What follows belongs to an exercise in optimizing a design on an open flow for small area, a short achievable clock period and few clock cycles per item; a production flow would make more cautious choices. At most, simulation tests tie the RTL to the original design; equivalence was not proved. No functional check of the RTL was part of runs 1 to 4. Power is estimated from default activity; no workload was simulated.

**flow/design.v**
```verilog
package sync_nbank_fifo_pkg;
    localparam int NUM_RINGS = 16;
    localparam int RING_LEN  = 14;
endpackage
module sync_nbank_fifo #(
    parameter int DATA_WIDTH = 8,
    parameter int FIFO_DEPTH = 256,
    parameter int NUM_BANKS  = 2,
    parameter int AF_MARGIN  = 4,
    parameter int AE_MARGIN  = 4
) (
    input  logic                          clk,
    input  logic                          rstn,
    input  logic [DATA_WIDTH-1:0]         in_data,
    input  logic                          in_valid,
    output logic                          in_ready,
    output logic [DATA_WIDTH-1:0]         out_data,
    output logic                          out_valid,
    input  logic                          out_ready,
    input  logic                          clear,
    output logic [$clog2(FIFO_DEPTH):0]   count
);
    localparam int DW = DATA_WIDTH;
    localparam int NR = sync_nbank_fifo_pkg::NUM_RINGS;    
    localparam int RL = sync_nbank_fifo_pkg::RING_LEN;     
    localparam int CW = $clog2(FIFO_DEPTH) + 1;            
    if (FIFO_DEPTH != NR * (RL + 2) || NR != 16) begin : g_bad_cfg
        $error("sync_nbank_fifo: unsupported parameter set");
    end
    logic [3:0]    wring;
    logic [3:0]    wdist;
    logic [3:0]    rring;
    logic [3:0]    rdist;
    logic [NR-1:0] ov;           
    logic [NR-1:0] sv;           
    logic          in_ready_q;
    logic          out_valid_q;
    logic [DW-1:0] out_q;        
    logic [NR*DW-1:0] onext;     
    logic [NR-1:0]    ov_hold;   
    logic             bypass;    
    logic          wr_fire;
    logic          out_fire;
    logic          om0, om1;     
    logic          sm0, sm1;     
    logic [NR-1:0] ov_next;
    logic [NR-1:0] sv_next;
    logic [3:0]    rring_p1;
    logic [3:0]    wring_p1;
    logic [3:0]    rring_next;
    logic [3:0]    wring_next;
    function automatic logic [3:0] seq_dec(input logic [3:0] s);
        seq_dec = (s == 4'd0) ? 4'(RL - 1) : s - 4'd1;
    endfunction
    assign in_ready  = in_ready_q;
    assign out_valid = out_valid_q;
    assign out_data  = out_q;
    assign wr_fire  = in_valid && in_ready_q && !clear;
    assign out_fire = out_valid_q && out_ready && !clear;
    assign om0 = (rdist == 4'd0);
    assign om1 = (rdist == 4'(RL - 1));
    assign sm0 = (wdist == 4'd0);
    assign sm1 = (wdist == 4'd1);
    for (genvar r = 0; r < NR; r++) begin : g_ring
        logic [DW*RL-1:0] ring;      
        logic [DW-1:0]    s_q;
        logic [DW-1:0]    o_q;
        logic [3:0]       lc;        
        logic [DW-1:0]    tap;
        logic [DW-1:0]    tmux;      
        logic [DW-1:0]    o_d;
        logic             rz;        
        logic             rf;        
        logic             orow;      
        logic             srow;      
        logic             o_from_s;
        logic             o_from_t;
        logic             flush;
        logic             consume;
        logic             wr_here;
        assign tap  = ring[(RL-1)*DW +: DW];
        assign rz   = (lc == 4'd0);
        assign rf   = (lc == 4'(RL));
        assign orow = (4'(r) >= rring) ? om0 : om1;
        assign srow = (4'(r) < wring) ? sm0 : sm1;
        assign o_from_s = !ov[r] && rz && sv[r];
        assign o_from_t = !ov[r] && !rz && orow;
        assign flush    = sv[r] && srow && !o_from_s && !(rf && ov[r]);
        assign consume  = out_fire && (rring == 4'(r));
        assign wr_here  = wr_fire && (wring == 4'(r));
        assign ov_hold[r] = ov[r] || o_from_s || o_from_t;
        always_comb begin
            if (ov[r] || o_from_s) ov_next[r] = !consume;
            else                    ov_next[r] = o_from_t;
            if (sv[r])  sv_next[r] = !(flush || o_from_s);
            else        sv_next[r] = wr_here;
        end
        always_ff @(posedge clk or negedge rstn) begin
            if (!rstn) begin
                lc <= '0;
            end else if (clear) begin
                lc <= '0;
            end else if (flush && !o_from_t) begin
                lc <= lc + 4'd1;
            end else if (o_from_t && !flush) begin
                lc <= lc - 4'd1;
            end
        end
        assign tmux = flush ? s_q : tap;
        assign o_d  = ov[r] ? o_q : (rz ? s_q : tap);
        assign onext[r*DW +: DW] = o_d;
        always_ff @(posedge clk) begin
            ring[DW-1:0]     <= tmux;
            ring[DW*RL-1:DW] <= ring[DW*(RL-1)-1:0];
            if (!sv[r]) s_q <= in_data;
            o_q <= o_d;
        end
    end
    assign rring_p1   = rring + 4'd1;
    assign wring_p1   = wring + 4'd1;
    assign rring_next = out_fire ? rring_p1 : rring;
    assign wring_next = wr_fire ? wring_p1 : wring;
    assign bypass = wr_fire && (count == '0 || (count == CW'(1) && out_fire));
    always_ff @(posedge clk or negedge rstn) begin
        if (!rstn) begin
            wring       <= '0;
            wdist       <= '0;
            rring       <= '0;
            rdist       <= '0;
            count       <= '0;
            ov          <= '0;
            sv          <= '0;
            in_ready_q  <= 1'b0;
            out_valid_q <= 1'b0;
        end else if (clear) begin
            wring       <= '0;
            wdist       <= '0;
            rring       <= '0;
            rdist       <= '0;
            count       <= '0;
            ov          <= '0;
            sv          <= '0;
            in_ready_q  <= 1'b1;
            out_valid_q <= 1'b0;
        end else begin
            wring <= wring_next;
            if (!(wr_fire && wring == 4'd15)) wdist <= seq_dec(wdist);
            rring <= rring_next;
            if (!(out_fire && rring == 4'd15)) rdist <= seq_dec(rdist);
            case ({wr_fire, out_fire})
                2'b10:   count <= count + CW'(1);
                2'b01:   count <= count - CW'(1);
                default: ;
            endcase
            ov <= ov_next;
            sv <= sv_next;
            in_ready_q <= wr_fire ? (!sv[wring_p1] && count != CW'(FIFO_DEPTH - 1))
                                  : (!sv[wring] && count != CW'(FIFO_DEPTH));
            out_valid_q <= bypass || (out_fire ? ov_hold[rring_p1] : ov_hold[rring]);
        end
    end
    always_ff @(posedge clk) begin
        out_q <= bypass ? in_data : onext[rring_next*DW +: DW];
    end
endmodule
```
**flow/run.sh**
```bash
#!/bin/bash
# synth_recipe.tcl (not shown) runs the flow's synth.tcl, then flattens the netlist and writes it again
# the make line also repeats each setting of config.mk as NAME=value (left out here)
make -C /OpenROAD-flow-scripts/flow DESIGN_CONFIG=/design/flow/config.mk WORK_HOME=/design/flow/orfs CLKGATE_MAP_FILE= SYNTH_SCRIPT=/design/flow/synth_recipe.tcl finish
```
**flow/config.mk**
```make
export PLATFORM = sky130hd
export DESIGN_NAME = sync_nbank_fifo
export DESIGN_NICKNAME = sync_nbank_fifo
export VERILOG_FILES = /design/flow/design.v
export SDC_FILE = /design/flow/constraint.sdc
export NUM_CORES = 4
export LEC_CHECK = 0
export CAP_MARGIN = 20
export CORE_MARGIN = 2
export CORE_UTILIZATION = 55
export CTS_CLUSTER_DIAMETER = 100
export CTS_CLUSTER_SIZE = 30
export PLACE_DENSITY = 0.65
export SETUP_SLACK_MARGIN = 3.0
export SLEW_MARGIN = 20
```
**flow/constraint.sdc**
```tcl
create_clock -name core_clock -period 6.5 [get_ports {clk}]
set_input_delay 1.3000 -clock core_clock [delete_from_list [all_inputs] [get_ports {clk}]]
set_output_delay 1.3000 -clock core_clock [all_outputs]
set_load 0.01 [all_outputs]
```
==> impl_metrics.ini, run 1 <==
[sta]
timing_worst_slew_pin_value_ns = 1.126
max_clock_freq_mhz = 294.5
min_hold_slack_ns = 0.3165
postLayoutSetupSlackWorst_ns = 3.105
rsz0062_at_grt = yes
maxSlewHeadroom = 0.2492
slew_viol_final = 0
final_clock_skew_ns = 0.02872
finalSetupViolCount = 0
hold_viol_final = 0
post-route-period-util = 0.5224
post-route-min-period_ns = 3.395
timing.setup.tns_ns = 0

[finish]
regArea_mm2 = 0.04553
nNetsFinal = 3961
final_core_util = 0.6010
flow.area_growth_from_synthesis_pct = 8.168
multiInputGateArea_mm2 = 0.01061
layout-drive-gt1-share = 0.09855
fillCellCount = 7891

[floorplanning]
ios = 32
fp.dieArea_mm2 = 0.1057
die_x_um = 325.1
core_region_area_mm2 = 0.1020
initial_core_util = 0.5556
die_height_um = 325.1
num_rows = 117

[critical_path]
end_kind = flop
timing.setup.critical_path_class = reg2reg
crit_required_ns = 7.05
critPathLaunchType = flop
timing.critical_path.arrival_ns = 3.95
crit_fanout = 13

[routing]
number_of_design_rule_violations_left_after_detail_routing = 0
postRouteAntennaNets = 0
drt-wirelength-per-cell_um = 19.29
drt_first_pass_iters = 6
finalWirelength_um = 102200
detail_route.iter0.violations = 2003
vias = 26290
vias_per_cell = 4.960

[synth]
synthCells = 3827
synth_seq_cells = 2179
post_synth.cell_area_avg_um2 = 14.81
synth.largest_area_cell = sky130_fd_sc_hd__dfxtp_1
synth_top_area_share = 0.6808
yosys-top-cells-area = sky130_fd_sc_hd__dfxtp_1 68%, sky130_fd_sc_hd__edfxtp_1 6.8%, sky130_fd_sc_hd__dfrtp_1 5.4%
postSynth.asyncResetShare = 0.05645
synth_cell_type_count = 84
syn_area_mm2 = 0.05669
synth_edf_count = 128
yosysWarnings = 1
synth_fp_nets = 3905
synth_sequential_area_ratio = 0.8029
yosys_most_used_dff = sky130_fd_sc_hd__dfxtp_1

[clocking]
worst_skew_pair.late_latency_ns = 0.70
clockRootBuffer = sky130_fd_sc_hd__clkbuf_16
clkSinkCount = 2179
max-clock-path-buffers = 3
tritoncts_clock_tree = yes
cts-htree-levels = 3
cts-buffers-inserted = 83
worst_setup_hold_path_clk_slew_ns = 0.12

[power_and_ir_drop]
power.density_mw_per_mm2 = 461.6
leakage_nw = 25.05
irDropWorstVdd_mv = 0.3155
overall_power_of_the_completed_layout_mw = 28.31

[grt]
antenna_found_initial = 4
vias_in_the_first_global_route = 24880
grt_first_pass_wirelength_um = 154100
global_route.overflow_total = 0
pin_count_of_the_biggest_net_entering_global_routing = 84
overall_global_routing_resource_usage = 0.1933

[place]
port_buffers = 31
finalWeightedCongestion = 0.9099
placement.setup.worst_slack_ns = 1.655
post-dp-hpwl_um = 68710

[run_status]
run_status = timing/DRC/antenna clean

[flow_run]
drv_cap = 0

[min_path]
hold_path_class = reg2reg
[power by group]
part | leakage [nW] | total (mW) | internal, mW | switching (mW)
Clock | 1.14 | 6.22 | 2.52 | 3.70
Sequential | 18.6 | 15.2 | 14.4 | 0.761
Combinational | 5.29 | 6.92 | 2.59 | 4.33
[worst paths after layout]
path | end | slack [ns] | start | cells after the start
worst max-delay path | g_ring[0].lc[3] | 3.10 | rring[3] | 12
worst min-delay path | g_ring[6].ring[111] | 0.32 | g_ring[6].ring[103] | 0
worst max register to register | g_ring[0].lc[3] | 3.10 | rring[3] | 12
worst min register to register | g_ring[6].ring[111] | 0.32 | g_ring[6].ring[103] | 0
max in group asynchronous | sv[14] | 4.69 | rstn | 2
min in group asynchronous | count[3] | 0.66 | rstn | 1
[worst max-delay path, cell delays in order, from the launching register on]
cell,delay [ns]
sky130_fd_sc_hd__dfrtp_1,0.53
sky130_fd_sc_hd__buf_4,0.27
sky130_fd_sc_hd__nor2_1,0.48
sky130_fd_sc_hd__a21boi_0,0.18
sky130_fd_sc_hd__o21ai_1,0.35
sky130_fd_sc_hd__and2_1,0.27
sky130_fd_sc_hd__inv_1,0.08
sky130_fd_sc_hd__ha_1,0.28
sky130_fd_sc_hd__a21o_1,0.17
sky130_fd_sc_hd__a21oi_1,0.18
sky130_fd_sc_hd__mux2i_1,0.23
sky130_fd_sc_hd__xor2_1,0.17
sky130_fd_sc_hd__nor2_1,0.05
[layout make-up]
type,instances,area share
clock inverter,5,0.0009589
clock buffer,124,0.03777
timing repair buffer,88,0.01190
sequential,2179,0.7424
multi-input combinational,1434,0.1730
antenna,4,0.0001632
inverter,97,0.005937
tap,1368,0.02791
[synth_stat cells, types with 10 or more instances]
library cell / instances
sky130_fd_sc_hd__or3_1: 11
sky130_fd_sc_hd__dfrtp_1: 123
sky130_fd_sc_hd__mux2_2: 140
sky130_fd_sc_hd__a211oi_1: 27
sky130_fd_sc_hd__xor2_1: 16
sky130_fd_sc_hd__nor2_1: 144
sky130_fd_sc_hd__buf_2: 26
sky130_fd_sc_hd__mux2i_1: 166
sky130_fd_sc_hd__dfxtp_1: 1928
sky130_fd_sc_hd__ha_1: 49
sky130_fd_sc_hd__o21ai_0: 139
sky130_fd_sc_hd__nor4_1: 24
sky130_fd_sc_hd__a222oi_1: 14
sky130_fd_sc_hd__buf_1: 12
sky130_fd_sc_hd__xnor2_1: 51
sky130_fd_sc_hd__nor2b_1: 14
sky130_fd_sc_hd__a22oi_1: 12
sky130_fd_sc_hd__a32oi_1: 11
sky130_fd_sc_hd__a31oi_1: 13
sky130_fd_sc_hd__inv_1: 97
sky130_fd_sc_hd__nand2_1: 223
sky130_fd_sc_hd__nand2b_1: 11
sky130_fd_sc_hd__nand3_1: 31
sky130_fd_sc_hd__nand4_1: 16
sky130_fd_sc_hd__a21oi_1: 85
sky130_fd_sc_hd__clkbuf_1: 77
sky130_fd_sc_hd__edfxtp_1: 128
sky130_fd_sc_hd__and2_1: 11
sky130_fd_sc_hd__nor3_1: 30
sky130_fd_sc_hd__a21o_1: 26
sky130_fd_sc_hd__and3_1: 10
sky130_fd_sc_hd__or2_2: 10
sky130_fd_sc_hd__fa_1: 16
[flip-flops by register name (all words and copies together), names as in the netlist, 8 cells and up]
| register | count |
|---|---|
| g_ring.lc | 64 |
| sv | 16 |
| g_ring.o_q | 128 |
| g_ring.ring | 1792 |
| g_ring.s_q | 128 |
| ov | 16 |
| out_q | 8 |
| count | 9 |
[metrics by stage]
step	std cells	cell area, µm²
CTS	5282	61090
finish	5299	61320
global placement	5146	58590
global route	5295	61310
detailed placement	5146	58590
floorplan	3827	56700
[per-layer routing]
layer  up-vias  track usage  wire, µm
met3       161      0.02903      4501
met1     12700       0.2924     51380
met4         0      0.05455      3028
met2       548       0.2895     43330
met5         -            0         0
li1      12880            -         -
[kinds of logic (layout without fill, tap and decap cells)]
logic type | count (synthesis) | after routing | share of synthesized area
AOI/OAI and AO/OA | 400 | 400 | 0.04491
other | 0 | 4 | 0
buffers and inverters | 214 | 314 | 0.01501
xor gates and xnor gates | 68 | 68 | 0.01064
muxes | 315 | 315 | 0.06029
adders and majority gates | 65 | 65 | 0.01646
DFF | 2179 | 2179 | 0.8029
and+or+nand+nor | 586 | 586 | 0.04979
[cell usage in the layout, fill, tap and decap left out, drive strengths merged, types with 12 or more instances in the layout]
cell type,n
a21oi,85
mux2i,166
dfrtp,123
ha,49
clkbuf,124
o21ai,142
nand2,223
a31oi,13
mux2,143
dfxtp,1928
nand3,31
a211oi,28
fa,16
buf,62
nor2b,14
clkdlybuf4s50,26
inv,100
nor4,26
xor2,16
or2,13
a222oi,14
xnor2,52
a21o,27
nand4,16
a22oi,12
edfxtp,128
nor3,32
nor2,144
[what timing repair did]
item / CTS / global route
hold buffers: 0 / 0
pin swaps: 4 / 5
endpoints found under the setup margin: 35 / 23
setup buffers: 7 / 13
gates resized for setup: 22 / 39
==> run 2, diff against run 1 <==
--- a/flow/config.mk
+++ b/flow/config.mk
@@ -6,4 +6,5 @@
 export NUM_CORES = 4
 export LEC_CHECK = 0
+export ABC_CLOCK_PERIOD_IN_PS = 2500
 export CAP_MARGIN = 20
 export CORE_MARGIN = 2
@@ -12,4 +13,4 @@
 export CTS_CLUSTER_SIZE = 30
 export PLACE_DENSITY = 0.65
-export SETUP_SLACK_MARGIN = 3.0
+export SETUP_SLACK_MARGIN = 3.5
 export SLEW_MARGIN = 20
==> run 2 against run 1 <==
- final cell count up 1.3%
- routed wire length up 2.3%
- global-route usage up 0.21 points
- fmax up 7.8%
- combinational power up 6.4%
- worst hold slack worse by 0.021 ns
- critical path depth down 4
- area after synthesis unchanged
- critical endpoint is now out_q[3]
- largest power group unchanged
==> impl_metrics.ini, run 2 <==
[synth]
yosys-top-cells-area = sky130_fd_sc_hd__dfxtp_1 68%, sky130_fd_sc_hd__edfxtp_1 6.8%, sky130_fd_sc_hd__dfrtp_1 5.4%
synthCells = 3827
synth.cells.most_frequent = 1928 x sky130_fd_sc_hd__dfxtp_1, 223 x sky130_fd_sc_hd__nand2_1, 166 x sky130_fd_sc_hd__mux2i_1, 144 x sky130_fd_sc_hd__nor2_1, 140 x sky130_fd_sc_hd__mux2_2
synth_sequential_area_ratio = 0.8029
post_synth.cell_area_avg_um2 = 14.81
synth_seq_cells = 2179
postSynth.asyncResetShare = 0.05645
synth_edf_count = 128
yosysWarnings = 1
syn_area_mm2 = 0.05669
yosys.cell_count.top_type = sky130_fd_sc_hd__dfxtp_1
synth_top_area_share = 0.6808
synth_cell_type_count = 84
synth_fp_nets = 3905
synth.largest_area_cell = sky130_fd_sc_hd__dfxtp_1
yosys_most_used_dff = sky130_fd_sc_hd__dfxtp_1

[routing]
detail_route.iter0.violations = 2206
m1WireLength_um = 52630
postRouteAntennaNets = 0
drt-wirelength-per-cell_um = 19.48
vias = 26760
finalWirelength_um = 104600
maxUsedRoutingLayer = met5
routed-wl-met3_um = 4780
route.met2.wl_um = 44540
number_of_design_rule_violations_left_after_detail_routing = 0
vias_per_cell = 4.984
drt_first_pass_iters = 7

[finish]
layout.cells.most_common = sky130_fd_sc_hd__dfxtp_1
registers.top_by_ff_count = g_ring.ring
top_regs = g_ring.ring x1792, g_ring.o_q x128, g_ring.s_q x128
layout.cells.most_common_list = 1920 x sky130_fd_sc_hd__dfxtp_1, 217 x sky130_fd_sc_hd__nand2_1, 158 x sky130_fd_sc_hd__mux2i_1
flow.area_growth_from_synthesis_pct = 10.14
nNetsFinal = 4030
layout-drive-gt1-share = 0.1365
instances_no_fill = 5370
largest_register_ff_count = 1792

[sta]
post-route-min-period_ns = 3.149
max_clock_freq_mhz = 317.6
maxSlewHeadroom = 0.3073
final_clock_skew_ns = 0.04101
finalSetupViolCount = 0
slew_viol_final = 0
hold_viol_final = 0
timing.setup.tns_ns = 0
timing_worst_slew_pin_value_ns = 1.028
rsz0062_at_grt = yes
post-route-period-util = 0.4844

[critical_path]
timing.setup.critical_path_class = in2reg
reg2reg_from = rring[2]
end_kind = flop
crit_required_ns = 7.11
crit_fanout = 11
critPathLaunchType = input pin
timing.critical_path.arrival_ns = 3.76
worst_setup_path_startpoint = in_valid

[clocking]
tritoncts_clock_tree = yes
cts-buffers-inserted = 85
clockRootBuffer = sky130_fd_sc_hd__clkbuf_16
max-clock-path-buffers = 3
clkSinkCount = 2179
worst_skew_pair.late_latency_ns = 0.71
worst_setup_hold_path_clk_slew_ns = 0.11
cts-htree-levels = 3

[run_status]
run_status = timing/DRC/antenna clean

[floorplanning]
fp.dieArea_mm2 = 0.1057
die_x_um = 325.1
core_region_area_mm2 = 0.1020
initial_core_util = 0.5556
die_height_um = 325.1
ios = 32
num_rows = 117

[place]
dpl.cell_count = 5146
post-dp-hpwl_um = 68950
finalWeightedCongestion = 0.8930
port_buffers = 31

[grt]
global_route.overflow_total = 0
antenna_found_initial = 7
pin_count_of_the_biggest_net_entering_global_routing = 77
vias_in_the_first_global_route = 24870
overall_global_routing_resource_usage = 0.1954
grt_first_pass_wirelength_um = 155300

[power_and_ir_drop]
leakage_nw = 25.56
overall_power_of_the_completed_layout_mw = 28.90
irDropWorstVdd_mv = 0.2998
power.density_mw_per_mm2 = 462.8

[min_path]
min-delay-start = g_ring[11].ring[13]
hold_path_class = reg2reg

[flow_run]
drv_cap = 0
==> run 2: area by class of cell <==
cell class                      count  area (µm²)
Timing Repair Buffer              155        1297
Clock inverter                     12       163.9
Antenna cell                        3       7.507
Sequential cell                  2179       45570
Tap cell                         1368        1712
Clock buffer                      122        2287
Multi-Input combinational cell   1434       11040
Fill cell                        7733       39590
Inverter                           97       370.4
==> run 2: layer usage <==
| metal | vias up | track usage |
|---|---|---|
| met4 | 2 | 0.05072 |
| met1 | 13040 | 0.2995 |
| met3 | 167 | 0.03079 |
| met5 | - | 0 |
| li1 | 13030 | - |
| met2 | 529 | 0.2891 |
==> run 2: cell families (layout without fill, tap and decap cells) <==
group / after synthesis / in the layout / synth area share
buffers and inverters: 214 / 386 / 0.01501
DFF: 2179 / 2179 / 0.8029
AOI/OAI and AO/OA: 400 / 400 / 0.04491
other: 0 / 3 / 0
and+or+nand+nor: 586 / 586 / 0.04979
adders and majority gates: 65 / 65 / 0.01646
xor gates and xnor gates: 68 / 68 / 0.01064
muxes: 315 / 315 / 0.06029
==> run 2: through the flow <==
step	hold WS (ns)	utilization	setup WS, ns	area, µm²
2_1_floorplan	0.3096	-	3.369	56780
3_3_place_gp	0.3095	0.5748	2.066	58650
3_5_place_dp	0.3121	0.5748	2.037	58650
4_1_cts	0.2999	0.6073	3.367	61970
5_1_grt	0.3028	0.6119	3.286	62430
6_report	0.2960	0.6120	3.351	62440
==> run 2: timing repair <==
action                     in CTS  in global routing
hold endpoints to repair        0                  0
hold buffers                    0                  0
pin swaps                      26                 29
resized for setup             127                 72
setup buffers                  61                 25
setup endpoints to repair     116                 34
cloned                          1                  0
==> run 2: where the power goes <==
group	internal, mW	total (mW)	switching (mW)	leakage, nW
clock network	2.54	6.35	3.81	1.18
logic	2.84	7.36	4.52	5.78
registers	14.4	15.2	0.771	18.6
total	19.8	28.9	9.10	25.6
==> run 2: critical path, stage by stage <==
cell and delay [ns]:
sky130_fd_sc_hd__clkdlybuf4s50_1 0.50, sky130_fd_sc_hd__nand2_1 0.25, sky130_fd_sc_hd__nor2_1 0.45, sky130_fd_sc_hd__nor4bb_2 0.36, sky130_fd_sc_hd__buf_4 0.26, sky130_fd_sc_hd__nor2_1 0.16, sky130_fd_sc_hd__a21boi_0 0.18, sky130_fd_sc_hd__a31o_2 0.29
==> run 2: path summary, 6_finish.rpt <==
path,endpoint,slack [ns],cells past startpoint
setup / recovery,out_q[3],3.35,8
hold / removal,g_ring[11].ring[21],0.30,0
setup reg to reg,g_ring[12].lc[3],3.38,11
hold reg to reg,g_ring[11].ring[21],0.30,0
max in group asynchronous,ov[1],4.62,2
min in group asynchronous,count[5],0.62,1
==> run 3, diff against run 2 <==
==> flow/flow/run.sh (new file) <==
#!/bin/bash
# Layout flow: the standard flow (the standard.sh, all ORFS steps from
# its unchanged synthesis to the final layout) with one change: the port
# buffers that ORFS puts on every input and output are sky130_fd_sc_hd__buf_4
# cells instead of the delay cell buffer_ports picks by default.
set -o pipefail
export BUFFER_PORTS_ARGS="-buffer_cell sky130_fd_sc_hd__buf_4"
bash standard.sh > standard.log 2>&1
==> flow/standard.sh (new file) <==
#!/bin/bash
# synth_recipe.tcl (not shown) runs the flow's synth.tcl, then flattens the netlist and writes it again
# the make line also repeats each setting of config.mk as NAME=value (left out here)
make -C /OpenROAD-flow-scripts/flow DESIGN_CONFIG=/design/flow/config.mk WORK_HOME=/design/flow/orfs CLKGATE_MAP_FILE= SYNTH_SCRIPT=/design/flow/synth_recipe.tcl "${@:-finish}"
--- a/flow/config.mk
+++ b/flow/config.mk
@@ -10,7 +10,7 @@
 export CORE_MARGIN = 2
 export CORE_UTILIZATION = 55
-export CTS_CLUSTER_DIAMETER = 100
-export CTS_CLUSTER_SIZE = 30
+export CTS_CLUSTER_DIAMETER = 90
+export CTS_CLUSTER_SIZE = 26
 export PLACE_DENSITY = 0.65
-export SETUP_SLACK_MARGIN = 3.5
+export SETUP_SLACK_MARGIN = 4.0
 export SLEW_MARGIN = 20
removed: flow/run.sh
==> run 3 against run 2 <==
- global-route usage up 0.29 points
- flip-flop and latch count is the same
- core utilization up 2.9 points
- fmax increased by 1.2%
- largest cell class unchanged
- largest power group unchanged
==> impl_metrics.ini, run 3 <==
[run_status]
run_status = timing/DRC/antenna clean

[finish]
flow.area_growth_from_synthesis_pct = 15.44
layout.cells.most_common = sky130_fd_sc_hd__dfxtp_1
largest_register_ff_count = 1792
layout-drive-gt1-share = 0.2095
final_core_util = 0.6414
layout.cells.most_common_list = 1920 x sky130_fd_sc_hd__dfxtp_1, 206 x sky130_fd_sc_hd__nand2_1, 184 x sky130_fd_sc_hd__buf_4
top_regs = g_ring.ring x1792, g_ring.o_q x128, g_ring.s_q x128
registers.top_by_ff_count = g_ring.ring
nNetsFinal = 4165

[sta]
maxSlewHeadroom = 0.4422
finalSetupViolCount = 0
max_clock_freq_mhz = 321.4
slew_viol_final = 0
post-route-min-period_ns = 3.111
timing.setup.tns_ns = 0
postLayoutSetupSlackWorst_ns = 3.389
final_clock_skew_ns = 0.04317
hold_viol_final = 0
timing_worst_slew_pin_value_ns = 0.8367
rsz0062_at_grt = yes
post-route-period-util = 0.4787

[routing]
number_of_design_rule_violations_left_after_detail_routing = 0
postRouteAntennaNets = 0
drt-wirelength-per-cell_um = 19.64
finalWirelength_um = 108200
vias_per_cell = 5.027
drt_first_pass_iters = 5
vias = 27710
detail_route.iter0.violations = 2230

[grt]
overall_global_routing_resource_usage = 0.1983
pin_count_of_the_biggest_net_entering_global_routing = 75
global_route.overflow_total = 0
vias_in_the_first_global_route = 25690
antenna_found_initial = 7
grt_first_pass_wirelength_um = 158600

[synth]
synthCells = 3827
fraction_of_the_mapped_netlist_area_in_compound_gates = 0.04491
synth_edf_count = 128
yosys_most_used_dff = sky130_fd_sc_hd__dfxtp_1
synthXorXnorAreaFrac = 0.01064
yosys-top-cells-area = sky130_fd_sc_hd__dfxtp_1 68%, sky130_fd_sc_hd__edfxtp_1 6.8%, sky130_fd_sc_hd__dfrtp_1 5.4%
synth_mux_area_frac = 0.06029
synthAdderAreaFrac = 0.01646
postSynth.asyncResetShare = 0.05645
synth_cell_type_count = 84
synth.cells.most_frequent = 1928 x sky130_fd_sc_hd__dfxtp_1, 223 x sky130_fd_sc_hd__nand2_1, 166 x sky130_fd_sc_hd__mux2i_1, 144 x sky130_fd_sc_hd__nor2_1, 140 x sky130_fd_sc_hd__mux2_2
synth.largest_area_cell = sky130_fd_sc_hd__dfxtp_1
yosys.cell_count.top_type = sky130_fd_sc_hd__dfxtp_1
synth_top_area_share = 0.6808
yosysWarnings = 1
synth_sequential_area_ratio = 0.8029
synth_seq_cells = 2179
largest_family_of_logic_cells_by_synthesized_area = multiplexers
synth_fp_nets = 3905
simple_gate_share_of_the_synthesized_area = 0.04979
post_synth.cell_area_avg_um2 = 14.81
syn_area_mm2 = 0.05669

[flow_run]
drv_cap = 0

[critical_path]
worst_setup_path_startpoint = wdist[1]
cell_family_with_the_largest_share_of_critical_path_delay = simple AND/OR/NAND/NOR gates
end_kind = flop
timing.setup.critical_path_class = reg2reg
slowest_stage = sky130_fd_sc_hd__or3b_4
worst-path-stages = 14
worst-path-buf-inv = 2
reg2reg_setup_slack_ns = 3.39
crit_chain = inv_2 > ha_4 > or3b_4 > buf_6 > mux2i_4 > and4_4 > nand2b_4 > ha_4 > a21o_1 > a21oi_2 > nor3b_1 > o21bai_2 > xnor2_1 > nor2_1
critPathLaunchType = flop
timing.critical_path.arrival_ns = 3.68
slowest_delay_ns = 0.51
reg2reg_from = wdist[1]
crit_required_ns = 7.07
crit_fanout = 8
worstReg2RegEnd = g_ring[7].lc[3]
worstSetupEndpoint = g_ring[7].lc[3]
reg2reg_depth = 14
critical_path.most_common_cell = sky130_fd_sc_hd__ha_4

[floorplanning]
die_x_um = 325.1
die_height_um = 325.1
fp.dieArea_mm2 = 0.1057
initial_core_util = 0.5556
core_region_area_mm2 = 0.1020
num_rows = 117
ios = 32

[place]
port_buffers = 31
post-dp-hpwl_um = 68140
placement.setup.worst_slack_ns = 2.355
finalWeightedCongestion = 0.9281

[clocking]
cts-htree-levels = 3
clkSinkCount = 2179
tritoncts_clock_tree = yes
post_cts_hold_buffer_count = 0
clockRootBuffer = sky130_fd_sc_hd__clkbuf_16
cts-buffers-inserted = 95
worst_skew_pair.late_latency_ns = 0.72
worst_setup_hold_path_clk_slew_ns = 0.11
max-clock-path-buffers = 3

[min_path]
hold_path_class = reg2reg

[power_and_ir_drop]
leakage_nw = 26.61
irDropWorstVdd_mv = 0.3195
power.density_mw_per_mm2 = 468.5
run 3: cell type report:
class                   instances  area [µm²]
flip-flops and latches       2179       45590
fillers                      7474       36590
multi-input cells            1435       12320
repair buffers                279        2686
clock buffers                 141        2656
well taps                    1368        1712
inverters                      97       379.1
clock inverters                 8       93.84
diodes                          4       10.01
run 3: timing repair:
action                                  4_1_cts  5_1_grt
gates resized for setup                     254      218
cloned                                        2        6
pin swaps                                    61      107
endpoints found under the setup margin      210      142
setup buffers                               109      106
run 3: worst min-delay path by stage:
| stage | from | end | slack (ns) | cells past startpoint |
|---|---|---|---|---|
| global placement | g_ring[6].ring[52] | g_ring[6].ring[60] | 0.31 | 0 |
| finish | g_ring[0].ring[92] | g_ring[0].ring[100] | 0.30 | 0 |
| detailed placement | g_ring[2].ring[98] | g_ring[2].ring[106] | 0.31 | 0 |
| floorplan | g_ring[0].ring[92] | g_ring[0].ring[100] | 0.31 | 0 |
| CTS | g_ring[0].ring[92] | g_ring[0].ring[100] | 0.31 | 0 |
| global route | g_ring[7].ring[92] | g_ring[7].ring[100] | 0.32 | 0 |
run 3: report_power, final:
part           leakage (nW)  internal (mW)  switching [mW]
Combinational          6.69           3.82            4.89
Clock                  1.33           2.88            3.82
Sequential             18.6           14.4           0.836
run 3: through the flow:
step	total power, mW	hold slack, ns	instance area (µm²)	cells
2_1_floorplan	19.81	0.3096	57420	3827
3_3_place_gp	22.29	0.3095	58940	5135
3_5_place_dp	22.36	0.3121	58940	5135
4_1_cts	29.69	0.3070	63580	5395
5_1_grt	32.01	0.3236	65430	5507
6_report	30.66	0.3023	65440	5511
run 3: routing by layer:
| metal | share of wire | vias up | global-route usage | wire (µm) |
|---|---|---|---|---|
| met4 | 0.039 | 0 | 0.07649 | 4175 |
| met1 | 0.48 | 13530 | 0.3020 | 52370 |
| li1 | - | 13300 | - | - |
| met2 | 0.42 | 675 | 0.2874 | 45860 |
| met5 | 0 | - | 0 | 0 |
| met3 | 0.054 | 204 | 0.02701 | 5841 |
run 3: logic make-up after synthesis:
kind of cell	count (synthesis)
flip-flops	2179
AND/OR/NAND/NOR	586
AO/OA/AOI/OAI	400
multiplexers	315
buffers and inverters	214
XOR/XNOR	68
adder cells (fa/ha/maj)	65
run 3: worst register-to-register path, delay by kind of cell (launching register included):
family / cells / cell delay (ns)
AO/OA/AOI/OAI: 3 / 0.37
XOR/XNOR: 1 / 0.14
adder cells (fa/ha/maj): 2 / 0.40
buffers and inverters: 2 / 0.29
flip-flops: 1 / 0.42
multiplexers: 1 / 0.18
AND/OR/NAND/NOR: 5 / 1.16
==> run 4, diff against run 3 <==
--- a/flow/design.v
+++ b/flow/design.v
@@ -42,6 +42,6 @@
     logic          wr_fire;
     logic          out_fire;
-    logic          om0, om1;     
-    logic          sm0, sm1;     
+    logic [NR-1:0] orow;         
+    logic [NR-1:0] srow;         
     logic [NR-1:0] ov_next;
     logic [NR-1:0] sv_next;
@@ -58,8 +58,4 @@
     assign wr_fire  = in_valid && in_ready_q && !clear;
     assign out_fire = out_valid_q && out_ready && !clear;
-    assign om0 = (rdist == 4'd0);
-    assign om1 = (rdist == 4'(RL - 1));
-    assign sm0 = (wdist == 4'd0);
-    assign sm1 = (wdist == 4'd1);
     for (genvar r = 0; r < NR; r++) begin : g_ring
         logic [DW*RL-1:0] ring;      
@@ -72,6 +68,4 @@
         logic             rz;        
         logic             rf;        
-        logic             orow;      
-        logic             srow;      
         logic             o_from_s;
         logic             o_from_t;
@@ -82,9 +76,7 @@
         assign rz   = (lc == 4'd0);
         assign rf   = (lc == 4'(RL));
-        assign orow = (4'(r) >= rring) ? om0 : om1;
-        assign srow = (4'(r) < wring) ? sm0 : sm1;
         assign o_from_s = !ov[r] && rz && sv[r];
-        assign o_from_t = !ov[r] && !rz && orow;
-        assign flush    = sv[r] && srow && !o_from_s && !(rf && ov[r]);
+        assign o_from_t = !ov[r] && !rz && orow[r];
+        assign flush    = sv[r] && srow[r] && !o_from_s && !(rf && ov[r]);
         assign consume  = out_fire && (rring == 4'(r));
         assign wr_here  = wr_fire && (wring == 4'(r));
@@ -122,4 +114,26 @@
     assign wring_next = wr_fire ? wring_p1 : wring;
     assign bypass = wr_fire && (count == '0 || (count == CW'(1) && out_fire));
+    logic [NR-1:0] orow_nr;      
+    logic [NR-1:0] orow_r;
+    logic [NR-1:0] srow_nw;      
+    logic [NR-1:0] srow_w;
+    for (genvar r = 0; r < NR; r++) begin : g_row
+        assign orow_nr[r] = (4'(r) >= rring) ? (rdist == 4'd1) : (rdist == 4'd0);
+        assign orow_r[r]  = (4'(r) > rring)  ? (rdist == 4'd1) : (rdist == 4'd0);
+        assign srow_nw[r] = (4'(r) < wring)  ? (wdist == 4'd1) : (wdist == 4'd2);
+        assign srow_w[r]  = (4'(r) <= wring) ? (wdist == 4'd1) : (wdist == 4'd2);
+    end
+    always_ff @(posedge clk or negedge rstn) begin
+        if (!rstn) begin
+            orow <= '1;
+            srow <= '0;
+        end else if (clear) begin
+            orow <= '1;
+            srow <= '0;
+        end else begin
+            orow <= out_fire ? orow_r : orow_nr;
+            srow <= wr_fire ? srow_w : srow_nw;
+        end
+    end
     always_ff @(posedge clk or negedge rstn) begin
         if (!rstn) begin
==> run 4 against run 3 <==
- still clean
- die area rose by 2.6%
- sequential share of layout area grew 0.87 points
- count of clock-buffer cells in the layout is 1 lower
- cell area rose by 0.64%
- non-clock buffer count down 52
- critical path depth is 5 lower
- routed wire length rose by 3.2%
- setup slack gained 0.44 ns
- fmax increased by 17%
- register-to-register slack better by 0.45 ns
- combinational power shrank 25%
- final cell count rose by 2.2%
- largest power group unchanged
- highest routed layer unchanged
==> impl_metrics.ini, run 4 <==
[routing]
drt_first_pass_iters = 5
number_of_design_rule_violations_left_after_detail_routing = 0
detail_route.iter0.violations = 2104
finalWirelength_um = 111800
drt-wirelength-per-cell_um = 19.84
postRouteAntennaNets = 0
vias = 28360
vias_per_cell = 5.035

[synth]
synth_fp_nets = 4047
synth_top_area_share = 0.6633
yosys_most_used_dff = sky130_fd_sc_hd__dfxtp_1
synth.largest_area_cell = sky130_fd_sc_hd__dfxtp_1
synthCells = 3975
synth_cell_type_count = 74
postSynth.asyncResetShare = 0.07010
synth_seq_cells = 2211
synth.cells.most_frequent = 1928 x sky130_fd_sc_hd__dfxtp_1, 209 x sky130_fd_sc_hd__nor2_1, 197 x sky130_fd_sc_hd__nand2_1, 174 x sky130_fd_sc_hd__mux2_2, 139 x sky130_fd_sc_hd__dfrtp_1
syn_area_mm2 = 0.05819
post_synth.cell_area_avg_um2 = 14.64
synth_edf_count = 128
yosysWarnings = 1
synth_sequential_area_ratio = 0.7964
yosys.cell_count.top_type = sky130_fd_sc_hd__dfxtp_1
yosys-top-cells-area = sky130_fd_sc_hd__dfxtp_1 66%, sky130_fd_sc_hd__edfxtp_1 6.6%, sky130_fd_sc_hd__dfrtp_1 6.0%

[power_and_ir_drop]
irDropWorstVdd_mv = 0.3006
power.density_mw_per_mm2 = 432.8
leakage_nw = 26.34

[critical_path]
slowest_delay_ns = 0.48
crit_fanout = 7
timing.setup.critical_path_class = in2reg
slowest_stage = sky130_fd_sc_hd__or3_4
timing.critical_path.arrival_ns = 3.28
worst-path-buf-inv = 2
crit_required_ns = 7.11
crit_chain = buf_12 > buf_16 > nand4b_4 > or3_4 > and2_4 > nand3_4 > o211ai_1 > a211o_1 > mux2_4
cell_family_with_the_largest_share_of_critical_path_delay = simple AND/OR/NAND/NOR gates
end_kind = flop
critPathLaunchType = input pin

[grt]
grt_first_pass_wirelength_um = 165400
pin_count_of_the_biggest_net_entering_global_routing = 91
overall_global_routing_resource_usage = 0.2043
antenna_found_initial = 6
global_route.overflow_total = 0
vias_in_the_first_global_route = 26600

[sta]
timing.setup.tns_ns = 0
finalSetupViolCount = 0
max_clock_freq_mhz = 374.9
rsz0062_at_grt = yes
timing_worst_slew_pin_value_ns = 0.8665
post-route-period-util = 0.4104
post-route-min-period_ns = 2.667
final_clock_skew_ns = 0.04574
maxSlewHeadroom = 0.4202
slew_viol_final = 0
postLayoutSetupSlackWorst_ns = 3.833
hold_viol_final = 0

[finish]
layout-drive-gt1-share = 0.1965
layout.cells.most_common = sky130_fd_sc_hd__dfxtp_1
final_core_util = 0.6266
registers.top_by_ff_count = g_ring.ring
top_regs = g_ring.ring x1792, g_ring.o_q x128, g_ring.s_q x128
nNetsFinal = 4257
flow.area_growth_from_synthesis_pct = 13.19
layout.cells.most_common_list = 1920 x sky130_fd_sc_hd__dfxtp_1, 202 x sky130_fd_sc_hd__nor2_1, 189 x sky130_fd_sc_hd__nand2_1
largest_register_ff_count = 1792

[clocking]
clockRootBuffer = sky130_fd_sc_hd__clkbuf_16
cts-htree-levels = 3
max-clock-path-buffers = 3
cts-buffers-inserted = 97
tritoncts_clock_tree = yes
worst_skew_pair.late_latency_ns = 0.73
worst_setup_hold_path_clk_slew_ns = 0.10
clkSinkCount = 2211

[flow_run]
drv_cap = 0

[floorplanning]
core_region_area_mm2 = 0.1051
die_x_um = 329.3
initial_core_util = 0.5536
ios = 32
num_rows = 119
die_height_um = 329.3
fp.dieArea_mm2 = 0.1084

[min_path]
hold_path_class = reg2reg

[run_status]
run_status = timing/DRC/antenna clean

[place]
placement.setup.worst_slack_ns = 2.300
post-dp-hpwl_um = 71560
finalWeightedCongestion = 0.9166
port_buffers = 31
## run 4: per-layer routing
layer | wire length, µm | vias to the layer above | global-route usage
met4 | 3627 | 0 | 0.06769
met2 | 48190 | 544 | 0.3034
met3 | 5263 | 189 | 0.03402
met1 | 54680 | 13830 | 0.3057
met5 | 0 | - | 0
li1 | - | 13790 | -
## run 4: worst register-to-register path, stage by stage, from the launching register on
cell	delay, ns
sky130_fd_sc_hd__dfrtp_2	0.50
sky130_fd_sc_hd__o41a_1	0.44
sky130_fd_sc_hd__a211oi_1	0.60
sky130_fd_sc_hd__nor3_1	0.12
sky130_fd_sc_hd__a21oi_1	0.16
sky130_fd_sc_hd__o211ai_1	0.17
sky130_fd_sc_hd__a211o_1	0.30
sky130_fd_sc_hd__mux2_4	0.25
## run 4: cells by family after synthesis
kind of cell | after synthesis | share of synthesized area
AOI/OAI and AO/OA | 455 | 0.05019
xor gates and xnor gates | 76 | 0.01157
adders and majority gates | 59 | 0.01475
buffers and inverters | 207 | 0.01432
DFF | 2211 | 0.7964
muxes | 307 | 0.05904
and+or+nand+nor | 660 | 0.05378
## run 4: repair_timing
item / in CTS / in global routing
endpoints found under the setup margin: 118 / 52
setup buffers: 91 / 80
hold buffers: 0 / 0
pin swaps: 32 / 68
gates cloned: 3 / 4
gates resized for setup: 209 / 199
## run 4: power breakdown
part           internal [mW]  switching, mW  total, mW
sequential              14.5          0.674       15.2
combinational           2.87           3.65       6.52
clock                   2.88           3.94       6.82
total                   20.2           8.27       28.5
## run 4: metrics by stage
step | hold slack [ns] | instances | total power [mW] | cell area (µm²)
floorplan | 0.3096 | 3975 | 18.71 | 58510
detailed placement | 0.3121 | 5299 | 20.41 | 60090
CTS | 0.3101 | 5547 | 27.87 | 64350
global route | 0.3071 | 5631 | 29.77 | 65860
global placement | 0.3095 | 5298 | 20.38 | 60080
finish | 0.2994 | 5632 | 28.51 | 65860
## run 4: path summary, 6_finish.rpt
kind	from	to	slack, ns	cells past startpoint
max reg2reg	g_ring[2].lc[1]	out_q[5]	3.84	7
min in group asynchronous	rstn	g_ring[7].lc[3]	0.53	1
max	clear	out_q[5]	3.83	9
min reg2reg	g_ring[15].ring[62]	g_ring[15].ring[70]	0.30	0
min	g_ring[15].ring[62]	g_ring[15].ring[70]	0.30	0
max in group asynchronous	rstn	ov[5]	4.66	2
## run 4: cell type report
type,count,area (µm²)
Timing Repair inverter,1,5.005
Tap cell,1391,1740
Clock buffer,140,2631
Sequential cell,2211,46450
Fill cell,7880,39260
Timing Repair Buffer,227,2087
Clock inverter,14,160.2
Inverter,88,341.6
Antenna cell,1,2.502
Multi-Input combinational cell,1559,12440
==> run 5, diff against run 4 <==
--- a/flow/design.v
+++ b/flow/design.v
@@ -63,4 +63,6 @@
         logic [DW-1:0]    o_q;
         logic [3:0]       lc;        
+        logic             inc;       
+        logic             dec;
         logic [DW-1:0]    tap;
         logic [DW-1:0]    tmux;      
@@ -74,6 +76,4 @@
         logic             wr_here;
         assign tap  = ring[(RL-1)*DW +: DW];
-        assign rz   = (lc == 4'd0);
-        assign rf   = (lc == 4'(RL));
         assign o_from_s = !ov[r] && rz && sv[r];
         assign o_from_t = !ov[r] && !rz && orow[r];
@@ -88,13 +88,23 @@
             else        sv_next[r] = wr_here;
         end
+        assign inc = flush && !o_from_t;
+        assign dec = o_from_t && !flush;
         always_ff @(posedge clk or negedge rstn) begin
             if (!rstn) begin
                 lc <= '0;
+                rz <= 1'b1;
+                rf <= 1'b0;
             end else if (clear) begin
                 lc <= '0;
-            end else if (flush && !o_from_t) begin
+                rz <= 1'b1;
+                rf <= 1'b0;
+            end else if (inc) begin
                 lc <= lc + 4'd1;
-            end else if (o_from_t && !flush) begin
+                rz <= 1'b0;
+                rf <= (lc == 4'(RL - 1));
+            end else if (dec) begin
                 lc <= lc - 4'd1;
+                rz <= (lc == 4'd1);
+                rf <= 1'b0;
             end
         end
@@ -112,4 +122,8 @@
     assign wring_p1   = wring + 4'd1;
     assign rring_next = out_fire ? rring_p1 : rring;
+    logic rd_raw;
+    logic byp_raw;
+    assign rd_raw  = out_valid_q && out_ready;
+    assign byp_raw = in_valid && in_ready_q && (count == '0 || (count == CW'(1) && rd_raw));
     assign wring_next = wr_fire ? wring_p1 : wring;
     assign bypass = wr_fire && (count == '0 || (count == CW'(1) && out_fire));
@@ -175,5 +189,5 @@
     end
     always_ff @(posedge clk) begin
-        out_q <= bypass ? in_data : onext[rring_next*DW +: DW];
+        out_q <= byp_raw ? in_data : onext[(rd_raw ? rring_p1 : rring)*DW +: DW];
     end
 endmodule
--- a/flow/config.mk
+++ b/flow/config.mk
@@ -13,4 +13,4 @@
 export CTS_CLUSTER_SIZE = 26
 export PLACE_DENSITY = 0.65
-export SETUP_SLACK_MARGIN = 4.0
+export SETUP_SLACK_MARGIN = 3.7
 export SLEW_MARGIN = 20
==> run 5 against run 4 <==
- still clean on timing, DRC and antenna
- clock skew shrank 0.015 ns
- sequential power shrank 7%
- sequential share of layout area grew 3.3 points
- worst hold slack gained 0.020 ns
- highest routed layer is now met5
==> impl_metrics.ini, run 5 <==
[place]
port_buffers = 31
finalWeightedCongestion = 0.9156
post-dp-hpwl_um = 73650

[clocking]
cts-buffers-inserted = 98
worst_setup_hold_path_clk_slew_ns = 0.10
worst_skew_pair.late_latency_ns = 0.72
clkSinkCount = 2243
tritoncts_clock_tree = yes
max-clock-path-buffers = 3
post_cts_hold_buffer_count = 0
cts-htree-levels = 3
clockRootBuffer = sky130_fd_sc_hd__clkbuf_16

[critical_path]
crit_required_ns = 7.16
crit_fanout = 14
timing.setup.critical_path_class = reg2reg
worst_setup_path_startpoint = g_ring[13].rz
timing.critical_path.arrival_ns = 3.52
reg2reg_setup_slack_ns = 3.64
critPathLaunchType = flop
end_kind = flop
reg2reg_depth = 6
worstReg2RegEnd = out_q[5]
reg2reg_from = g_ring[13].rz

[sta]
timing_worst_slew_pin_value_ns = 1.211
timing.setup.tns_ns = 0
slew_viol_final = 0
final_clock_skew_ns = 0.03097
post-route-min-period_ns = 2.861
rsz0062_at_grt = no
hold_viol_final = 0
post-route-period-util = 0.4401
min_hold_slack_ns = 0.3194
finalSetupViolCount = 0
max_clock_freq_mhz = 349.6
maxSlewHeadroom = 0.1845

[power_and_ir_drop]
power.density_mw_per_mm2 = 345.1
leakage_nw = 25.88
irDropWorstVdd_mv = 0.2802

[routing]
vias = 27810
drt-wirelength-per-cell_um = 19.93
detail_route.iter0.violations = 2106
vias_per_cell = 5.029
postRouteAntennaNets = 0
number_of_design_rule_violations_left_after_detail_routing = 0
finalWirelength_um = 110200
drt_first_pass_iters = 5

[min_path]
min-delay-start = g_ring[13].ring[26]
hold-path-cell-count = 0
hold_end = g_ring[13].ring[34]
hold_path_class = reg2reg

[run_status]
run_status = timing/DRC/antenna clean

[floorplanning]
initial_core_util = 0.5538
die_x_um = 332.1
num_rows = 120
fp.dieArea_mm2 = 0.1103
core_region_area_mm2 = 0.1069
ios = 32
die_height_um = 332.1

[synth]
syn_area_mm2 = 0.05921
yosysWarnings = 1
synth_seq_cells = 2243
synth_sequential_area_ratio = 0.7965
synth_edf_count = 128
synth_fp_nets = 4116
yosys-top-cells-area = sky130_fd_sc_hd__dfxtp_1 65%, sky130_fd_sc_hd__dfrtp_1 6.6%, sky130_fd_sc_hd__edfxtp_1 6.5%
yosys.cell_count.top_type = sky130_fd_sc_hd__dfxtp_1
synth_top_area_share = 0.6519
synthCells = 4044
synth.cells.most_frequent = 1928 x sky130_fd_sc_hd__dfxtp_1, 233 x sky130_fd_sc_hd__nand2_1, 181 x sky130_fd_sc_hd__nor2_1, 174 x sky130_fd_sc_hd__o21ai_0, 155 x sky130_fd_sc_hd__dfrtp_1
post_synth.cell_area_avg_um2 = 14.64
synth.largest_area_cell = sky130_fd_sc_hd__dfxtp_1
postSynth.asyncResetShare = 0.08337
yosys_most_used_dff = sky130_fd_sc_hd__dfxtp_1
synth_cell_type_count = 82

[finish]
layout.cells.most_common_list = 1928 x sky130_fd_sc_hd__dfxtp_1, 230 x sky130_fd_sc_hd__nand2_1, 180 x sky130_fd_sc_hd__nor2_1
largest_register_ff_count = 1792
flow.area_growth_from_synthesis_pct = 7.844
layout.cells.most_common = sky130_fd_sc_hd__dfxtp_1
fillCellCount = 8278
layout-drive-gt1-share = 0.1001
registers.top_by_ff_count = g_ring.ring
top_regs = g_ring.ring x1792, g_ring.o_q x128, g_ring.s_q x128
nNetsFinal = 4143

[grt]
grt_first_pass_wirelength_um = 163400
pin_count_of_the_biggest_net_entering_global_routing = 107
overall_global_routing_resource_usage = 0.1983
antenna_found_initial = 10
vias_in_the_first_global_route = 26130
global_route.overflow_total = 0

[flow_run]
drv_cap = 0
[run 5: cell types whose count changed after synthesis, moves of 32 or more]
| cell | previous run | this run |
|---|---|---|
| sky130_fd_sc_hd__mux2_2 | 174 | 137 |
| sky130_fd_sc_hd__nor3_1 | 79 | 21 |
| sky130_fd_sc_hd__nand2_1 | 197 | 233 |
| sky130_fd_sc_hd__mux2i_1 | 119 | 152 |
| sky130_fd_sc_hd__o21ai_0 | 114 | 174 |
| sky130_fd_sc_hd__a31oi_1 | 36 | 4 |
[run 5: per-layer routing]
| metal | global-route usage | part of all wire | vias up |
|---|---|---|---|
| li1 | - | - | 13590 |
| met1 | 0.2919 | 0.49 | 13490 |
| met2 | 0.2991 | 0.43 | 558 |
| met3 | 0.03579 | 0.049 | 165 |
| met4 | 0.06209 | 0.029 | 6 |
| met5 | 0 | 0.00031 | - |
[run 5: cell type report]
class                   instances  area (µm²)  area share
clock buffers                 146        2749     0.04305
clock inverters                 9       116.4    0.001822
multi-input cells            1572       11280      0.1767
well taps                    1403        1755     0.02749
repair buffers                 48       370.4    0.005800
flip-flops and latches       2243       47170      0.7388
inverters                     108       405.4    0.006349
diodes                          1       2.502  0.00003919
[run 5: worst max-delay path by stage]
stage / end / slack (ns)
4_1_cts: out_q[6] / 3.64
2_1_floorplan: out_q[3] / 3.54
5_1_grt: out_q[6] / 3.72
3_5_place_dp: out_q[1] / 2.65
3_3_place_gp: out_q[0] / 2.61
6_report: out_q[5] / 3.64
[run 5: what timing repair did]
item | CTS | global route
setup buffers | 2 | 3
pin swaps | 1 | 2
cloned | 1 | 1
gates resized for setup | 14 | 21
endpoints found under the setup margin | 16 | 34
[run 5: power breakdown]
group / switching [mW] / internal [mW]
clock network: 3.96 / 3.01
registers: 0.156 / 14.1
logic: 0.542 / 0.300
[run 5: cells by family (layout without fill, tap and decap cells)]
family	Yosys count	after routing	synth area share
adders and majority gates	59	59	0.01247
xor gates and xnor gates	85	85	0.01270
other	0	1	0
buffers and inverters	231	311	0.01576
AOI/OAI and AO/OA	467	467	0.05078
muxes	310	310	0.05974
and+or+nand+nor	649	651	0.05201
DFF	2243	2243	0.7965
[run 5: per-stage QoR]
stage                     area [µm²]  total power [mW]  instances  worst slack, ns  utilization
final                          63850             22.03       5530            3.639       0.5973
after global routing           63850             22.78       5529            3.715       0.5973
after CTS                      63750             22.22       5525            3.643       0.5963
after detailed placement       60830             15.35       5367            2.652       0.5690
after global placement         60820             15.34       5367            2.611       0.5690
after floorplan                59260             14.94       4044            3.542            -
[run 5: worst max-delay path, cell delays in order, from the launching register on]
cell and delay, ns:
sky130_fd_sc_hd__dfstp_2 0.77, sky130_fd_sc_hd__mux2i_1 0.13, sky130_fd_sc_hd__o21ai_0 0.94, sky130_fd_sc_hd__mux4_2 0.44
sky130_fd_sc_hd__nor2_1 0.05, sky130_fd_sc_hd__o311ai_1 0.29, sky130_fd_sc_hd__o22a_1 0.19
Testbench counts of run 5, summed over its fixed seeds: cycles 12,164, items 11,200.
==> run 6, diff against run 5 <==
--- a/flow/config.mk
+++ b/flow/config.mk
@@ -13,4 +13,4 @@
 export CTS_CLUSTER_SIZE = 26
 export PLACE_DENSITY = 0.65
-export SETUP_SLACK_MARGIN = 3.7
+export SETUP_SLACK_MARGIN = 4.0
 export SLEW_MARGIN = 20
==> run 6 against run 5 <==
- largest power group unchanged
- count of clock-buffer cells in the layout grew 1
- largest cell class unchanged
- sequential share of layout area down 0.64 points
- die area unchanged
- combinational power is 15% higher
- highest routed layer is now met4
- cell area grew 1.1%
- via count grew 1.7%
==> impl_metrics.ini, run 6 <==
[run_status]
run_status = timing/DRC/antenna clean

[power_and_ir_drop]
part_of_the_power_in_the_clock_network = 0.313
power_switching_share = 0.2121
net-switching-power_mw = 4.692
leakage_nw = 26.09
irDropWorstVdd_mv = 0.3726
power.share.sequential = 0.643
power.share.combinational = 0.044
power.internal_mw = 17.42
power.density_mw_per_mm2 = 342.8

[routing]
maxUsedRoutingLayer = met4
finalWirelength_um = 111300
postRouteAntennaNets = 0
vias_per_cell = 5.083
m1WireLength_um = 54510
drt_first_pass_iters = 6
number_of_design_rule_violations_left_after_detail_routing = 0
route.met2.wl_um = 48190
routed-wl-met3_um = 5206
drt-wirelength-per-cell_um = 19.99
detail_route.iter0.violations = 2280
vias = 28290

[floorplanning]
ios = 32
die_height_um = 332.1
die_x_um = 332.1
core_region_area_mm2 = 0.1069
num_rows = 120
fp.dieArea_mm2 = 0.1103
initial_core_util = 0.5538

[sta]
timing.setup.tns_ns = 0
rsz0062_at_grt = yes
post-route-period-util = 0.4063
max_clock_freq_mhz = 378.7
final_clock_skew_ns = 0.04201
post-route-min-period_ns = 2.641
hold_viol_final = 0
maxSlewHeadroom = 0.3520
finalSetupViolCount = 0
min_hold_slack_ns = 0.2935
slew_viol_final = 0
timing_worst_slew_pin_value_ns = 0.9619

[clocking]
post_cts_hold_buffer_count = 0
cts-htree-levels = 3
clockRootBuffer = sky130_fd_sc_hd__clkbuf_16
worst_skew_pair.late_latency_ns = 0.73
clkSinkCount = 2243
tritoncts_clock_tree = yes
cts-buffers-inserted = 98
worst_setup_hold_path_clk_slew_ns = 0.11
max-clock-path-buffers = 3

[grt]
vias_in_the_first_global_route = 26130
global_route.overflow_total = 0
antenna_found_initial = 9
grt_first_pass_wirelength_um = 165100
overall_global_routing_resource_usage = 0.1986
pin_count_of_the_biggest_net_entering_global_routing = 116

[finish]
flow.area_growth_from_synthesis_pct = 8.981
nNetsFinal = 4178
instances_no_fill = 5566
largest_register_ff_count = 1792
top_regs = g_ring.ring x1792, g_ring.o_q x128, g_ring.s_q x128
layout.cells.most_common_list = 1920 x sky130_fd_sc_hd__dfxtp_1, 230 x sky130_fd_sc_hd__nand2_1, 178 x sky130_fd_sc_hd__nor2_1
registers.top_by_ff_count = g_ring.ring
layout.cells.most_common = sky130_fd_sc_hd__dfxtp_1
layout-drive-gt1-share = 0.1185
final_core_util = 0.6036

[place]
dpl.cell_count = 5363
post-dp-hpwl_um = 72780
finalWeightedCongestion = 0.9116
port_buffers = 31

[synth]
synth_fp_nets = 4116
synth_top_area_share = 0.6519
synth.cells.most_frequent = 1928 x sky130_fd_sc_hd__dfxtp_1, 233 x sky130_fd_sc_hd__nand2_1, 181 x sky130_fd_sc_hd__nor2_1, 174 x sky130_fd_sc_hd__o21ai_0, 155 x sky130_fd_sc_hd__dfrtp_1
post_synth.cell_area_avg_um2 = 14.64
synth_sequential_area_ratio = 0.7965
yosys_most_used_dff = sky130_fd_sc_hd__dfxtp_1
postSynth.asyncResetShare = 0.08337
fraction_of_the_mapped_netlist_area_in_compound_gates = 0.05078
synthAdderAreaFrac = 0.01247
synthCells = 4044
synth_mux_area_frac = 0.05974
syn_area_mm2 = 0.05921
yosys.cell_count.top_type = sky130_fd_sc_hd__dfxtp_1
yosysWarnings = 1
synthXorXnorAreaFrac = 0.01270
simple_gate_share_of_the_synthesized_area = 0.05201
yosys-top-cells-area = sky130_fd_sc_hd__dfxtp_1 65%, sky130_fd_sc_hd__dfrtp_1 6.6%, sky130_fd_sc_hd__edfxtp_1 6.5%
synth.largest_area_cell = sky130_fd_sc_hd__dfxtp_1
synth_seq_cells = 2243
synth_cell_type_count = 82
synth_edf_count = 128
largest_family_of_logic_cells_by_synthesized_area = multiplexers

[critical_path]
timing.setup.critical_path_class = in2reg
timing.critical_path.arrival_ns = 3.26
slowest_delay_ns = 0.44
slowest_stage = sky130_fd_sc_hd__a311o_2
crit_fanout = 81
critPathLaunchType = input pin
crit_required_ns = 7.12
crit_chain = buf_12 > buf_12 > and4b_1 > xnor2_1 > a311o_2 > o31ai_2 > a21oi_2
critical_path.most_common_cell = sky130_fd_sc_hd__buf_12
end_kind = flop

[min_path]
hold_path_class = reg2reg

[flow_run]
drv_cap = 0
-- run 6: logic make-up after synthesis --
logic type,after synthesis
flops,2243
mux,310
simple gates,649
compound gates,467
fa+ha+maj,59
buf+inv,231
xor+xnor,85
-- run 6: metrics by stage --
step                power (mW)  worst slack (ns)  area [µm²]
floorplan                14.94             3.542       59280
global placement         15.32             2.398       60820
detailed placement       15.34             2.403       60820
CTS                      22.25             3.819       64210
global route             22.88             3.828       64520
finish                   22.12             3.859       64520
-- run 6: per-layer routing --
| layer | vias to the layer above | GRT usage |
|---|---|---|
| met5 | - | 0 |
| met4 | 0 | 0.06132 |
| met3 | 183 | 0.03456 |
| met2 | 592 | 0.2987 |
| met1 | 13830 | 0.2943 |
| li1 | 13690 | - |
-- run 6: worst paths after layout --
| check | slack [ns] | start | to | cells after the start |
|---|---|---|---|---|
| setup / recovery | 3.86 | clear | out_valid_q | 7 |
| hold / removal | 0.29 | g_ring[6].ring[58] | g_ring[6].ring[66] | 0 |
| setup reg to reg | 3.94 | out_valid_q | out_valid_q | 9 |
| hold reg to reg | 0.29 | g_ring[6].ring[58] | g_ring[6].ring[66] | 0 |
| max in group asynchronous | 4.71 | rstn | rring[2] | 2 |
| min in group asynchronous | 0.59 | rstn | g_ring[5].lc[3] | 1 |
-- run 6: worst max-delay path, delay by kind of cell --
kind	cells	cell delay [ns]
AO/OA/AOI/OAI	3	0.75
buffers and inverters	2	0.60
AND/OR/NAND/NOR	1	0.27
XOR/XNOR	1	0.17
-- run 6: cell type report --
type | count | area (µm²)
clock buffers | 147 | 2743
clock inverters | 7 | 102.6
repair buffers | 79 | 740.7
well taps | 1403 | 1755
diodes | 3 | 7.507
multi-input cells | 1576 | 11520
fillers | 8189 | 42380
inverters | 108 | 405.4
flip-flops and latches | 2243 | 47250
-- run 6: power groups by stage --
stage / sequential, mW / combinational (mW) / clock [mW]
finish: 14.2 / 0.966 / 6.92
global route: 14.3 / 1.03 / 7.60
CTS: 14.2 / 0.899 / 7.12
detailed placement: 14.5 / 0.799 / 0
global placement: 14.5 / 0.791 / 0
floorplan: 14.5 / 0.485 / 0
-- run 6: repair_timing --
action                     CTS  global route
setup endpoints to repair   82            66
pin swaps                    3             8
gates resized for setup    124            45
setup buffers               20            20
gates cloned                 4             2
==> run 7, diff against run 6 <==
--- a/flow/config.mk
+++ b/flow/config.mk
@@ -6,5 +6,5 @@
 export NUM_CORES = 4
 export LEC_CHECK = 0
-export ABC_CLOCK_PERIOD_IN_PS = 2500
+export ABC_CLOCK_PERIOD_IN_PS = 4000
 export CAP_MARGIN = 20
 export CORE_MARGIN = 2
==> run 7 against run 6 <==
- non-clock buffer count did not move
- count of clock-buffer cells in the layout is the same
- fmax unchanged
- routed wire length did not move
- flip-flop and latch count unchanged
- worst hold slack is the same
- global-route usage did not move
==> impl_metrics.ini, run 7 <==
[synth]
simple_gate_share_of_the_synthesized_area = 0.05201
synth.largest_area_cell = sky130_fd_sc_hd__dfxtp_1
synth_cell_type_count = 82
synthXorXnorAreaFrac = 0.01270
synthAdderAreaFrac = 0.01247
synth_top_area_share = 0.6519
synth_fp_nets = 4116
yosys.cell_count.top_type = sky130_fd_sc_hd__dfxtp_1
syn_area_mm2 = 0.05921
yosys_most_used_dff = sky130_fd_sc_hd__dfxtp_1
synthCells = 4044
yosysWarnings = 1
fraction_of_the_mapped_netlist_area_in_compound_gates = 0.05078
largest_family_of_logic_cells_by_synthesized_area = multiplexers
postSynth.asyncResetShare = 0.08337
post_synth.cell_area_avg_um2 = 14.64
synth_edf_count = 128
synth_sequential_area_ratio = 0.7965
synth_mux_area_frac = 0.05974
yosys-top-cells-area = sky130_fd_sc_hd__dfxtp_1 65%, sky130_fd_sc_hd__dfrtp_1 6.6%, sky130_fd_sc_hd__edfxtp_1 6.5%
synth.cells.most_frequent = 1928 x sky130_fd_sc_hd__dfxtp_1, 233 x sky130_fd_sc_hd__nand2_1, 181 x sky130_fd_sc_hd__nor2_1, 174 x sky130_fd_sc_hd__o21ai_0, 155 x sky130_fd_sc_hd__dfrtp_1
synth_seq_cells = 2243

[sta]
post-route-min-period_ns = 2.641
post-route-period-util = 0.4063
max_clock_freq_mhz = 378.7
timing_worst_slew_pin_value_ns = 0.9619
rsz0062_at_grt = yes
slew_viol_final = 0
finalSetupViolCount = 0
final_clock_skew_ns = 0.04201
maxSlewHeadroom = 0.3520
timing.setup.tns_ns = 0
postLayoutSetupSlackWorst_ns = 3.859
hold_viol_final = 0

[critical_path]
crit_fanout = 81
timing.setup.critical_path_class = in2reg
critPathLaunchType = input pin
timing.critical_path.arrival_ns = 3.26
reg2reg_setup_slack_ns = 3.94
end_kind = flop
crit_required_ns = 7.12

[floorplanning]
die_height_um = 332.1
core_region_area_mm2 = 0.1069
die_x_um = 332.1
ios = 32
fp.dieArea_mm2 = 0.1103
num_rows = 120
initial_core_util = 0.5538

[clocking]
post_cts_hold_buffer_count = 0
cts-htree-levels = 3
cts-buffers-inserted = 98
tritoncts_clock_tree = yes
clkSinkCount = 2243
worst_setup_hold_path_clk_slew_ns = 0.11
worst_skew_pair.late_latency_ns = 0.73
clockRootBuffer = sky130_fd_sc_hd__clkbuf_16
max-clock-path-buffers = 3

[routing]
postRouteAntennaNets = 0
detail_route.iter0.violations = 2280
drt_first_pass_iters = 6
number_of_design_rule_violations_left_after_detail_routing = 0
vias = 28290
drt-wirelength-per-cell_um = 19.99
finalWirelength_um = 111300
vias_per_cell = 5.083

[power_and_ir_drop]
leakage_nw = 26.09
irDropWorstVdd_mv = 0.3726
power.density_mw_per_mm2 = 342.8

[flow_run]
drv_cap = 0

[finish]
layout.cells.most_common_list = 1920 x sky130_fd_sc_hd__dfxtp_1, 230 x sky130_fd_sc_hd__nand2_1, 178 x sky130_fd_sc_hd__nor2_1
layout.cells.most_common = sky130_fd_sc_hd__dfxtp_1
nNetsFinal = 4178
layout-drive-gt1-share = 0.1185
final_core_util = 0.6036
largest_register_ff_count = 1792
registers.top_by_ff_count = g_ring.ring
top_regs = g_ring.ring x1792, g_ring.o_q x128, g_ring.s_q x128
instances_no_fill = 5566
flow.area_growth_from_synthesis_pct = 8.981

[place]
port_buffers = 31
dpl.cell_count = 5363
finalWeightedCongestion = 0.9116
post-dp-hpwl_um = 72780
placement.setup.worst_slack_ns = 2.403

[grt]
overall_global_routing_resource_usage = 0.1986
pin_count_of_the_biggest_net_entering_global_routing = 116
vias_in_the_first_global_route = 26130
global_route.overflow_total = 0
global_route.usage.met2 = 0.2987
met1_use_gr = 0.2943
antenna_found_initial = 9
grt_first_pass_wirelength_um = 165100
busiest_layer = met2
global_route.usage.met3 = 0.03456

[run_status]
run_status = timing/DRC/antenna clean

[min_path]
hold_path_class = reg2reg
[run 7: cell counts in the layout (fill, tap and decap cells not counted)]
Identical to the previous run, type by type.
[run 7: area by class of cell]
cell class | count | area, µm²
fill | 8189 | 42380
inverter | 108 | 405.4
antenna | 3 | 7.507
clock inverter | 7 | 102.6
timing repair buffer | 79 | 740.7
sequential | 2243 | 47250
multi-input combinational | 1576 | 11520
tap | 1403 | 1755
clock buffer | 147 | 2743
[run 7: logic make-up (layout without fill, tap and decap cells)]
| kind of cell | Yosys count | count (layout) |
|---|---|---|
| buf+inv | 231 | 341 |
| other cells | 0 | 3 |
| flops | 2243 | 2243 |
| fa+ha+maj | 59 | 59 |
| compound gates | 467 | 467 |
| xor+xnor | 85 | 85 |
| simple gates | 649 | 655 |
| mux | 310 | 310 |
[run 7: layer usage]
layer  vias up  share of wire
met5         -              0
met4         0          0.030
met3       183          0.047
met1     13830           0.49
li1      13690              -
met2       592           0.43
[run 7: worst max-delay path: stages]
cell,delay [ns]
sky130_fd_sc_hd__buf_12,0.30
sky130_fd_sc_hd__buf_12,0.30
sky130_fd_sc_hd__and4b_1,0.27
sky130_fd_sc_hd__xnor2_1,0.17
sky130_fd_sc_hd__a311o_2,0.44
sky130_fd_sc_hd__o31ai_2,0.27
sky130_fd_sc_hd__a21oi_2,0.04
[run 7: path summary, 6_finish.rpt]
path	from	to	cells after the start
worst max-delay path	clear	out_valid_q	7
worst min register to register	g_ring[6].ring[58]	g_ring[6].ring[66]	0
min in group asynchronous	rstn	g_ring[5].lc[3]	1
max in group asynchronous	rstn	rring[2]	2
worst max register to register	out_valid_q	out_valid_q	9
worst min-delay path	g_ring[6].ring[58]	g_ring[6].ring[66]	0
[run 7: through the flow]
step	power [mW]	area [µm²]	hold WS, ns
2_1_floorplan	14.94	59280	0.3096
3_3_place_gp	15.32	60820	0.3095
3_5_place_dp	15.34	60820	0.3121
4_1_cts	22.25	64210	0.2940
5_1_grt	22.88	64520	0.3022
6_report	22.12	64520	0.2935
[run 7: power breakdown]
group | internal, mW | switching (mW)
registers | 14.1 | 0.150
clock network | 2.96 | 3.96
logic | 0.382 | 0.584
total | 17.4 | 4.69
[run 7: repair_timing]
| action | in CTS | in global routing |
|---|---|---|
| pin swaps | 3 | 8 |
| gates cloned | 4 | 2 |
| setup endpoints to repair | 82 | 66 |
| setup buffers | 20 | 20 |
| hold endpoints to repair | 0 | 0 |
| resized for setup | 124 | 45 |

re-timing with driven ports:
The flow's constraints put no driver on any port. The routed layouts listed below were extracted and timed again, unchanged, in two steps. Step 1 sets driving cells, clkbuf_16 on the clock port and buf_2 on the other inputs (assumed; they add their load-dependent delay and slew). Step 2 also shifts input and output timing later by t, the mid clock arrival at the registers, as if the neighbouring blocks saw the same clock. Slacks: no drivers / after step 1 / after step 2; pairs: no drivers / after step 1.
| run | t, ns | setup slack, ns |
|---|---|---|
| run 1 | 0.756 | 3.105 / 3.105 / 2.402 |
| run 2 | 0.758 | 3.351 / 3.378 / 2.633 |
| run 3 | 0.769 | 3.389 / 3.389 / 3.063 |
| run 4 | 0.776 | 3.833 / 3.791 / 3.016 |
| run 5 | 0.776 | 3.639 / 3.639 / 2.947 |
| run 6 | 0.774 | 3.859 / 3.793 / 3.071 |
| run 7 | 0.774 | 3.859 / 3.793 / 3.071 |
After both steps setup and hold are still met in every run listed.
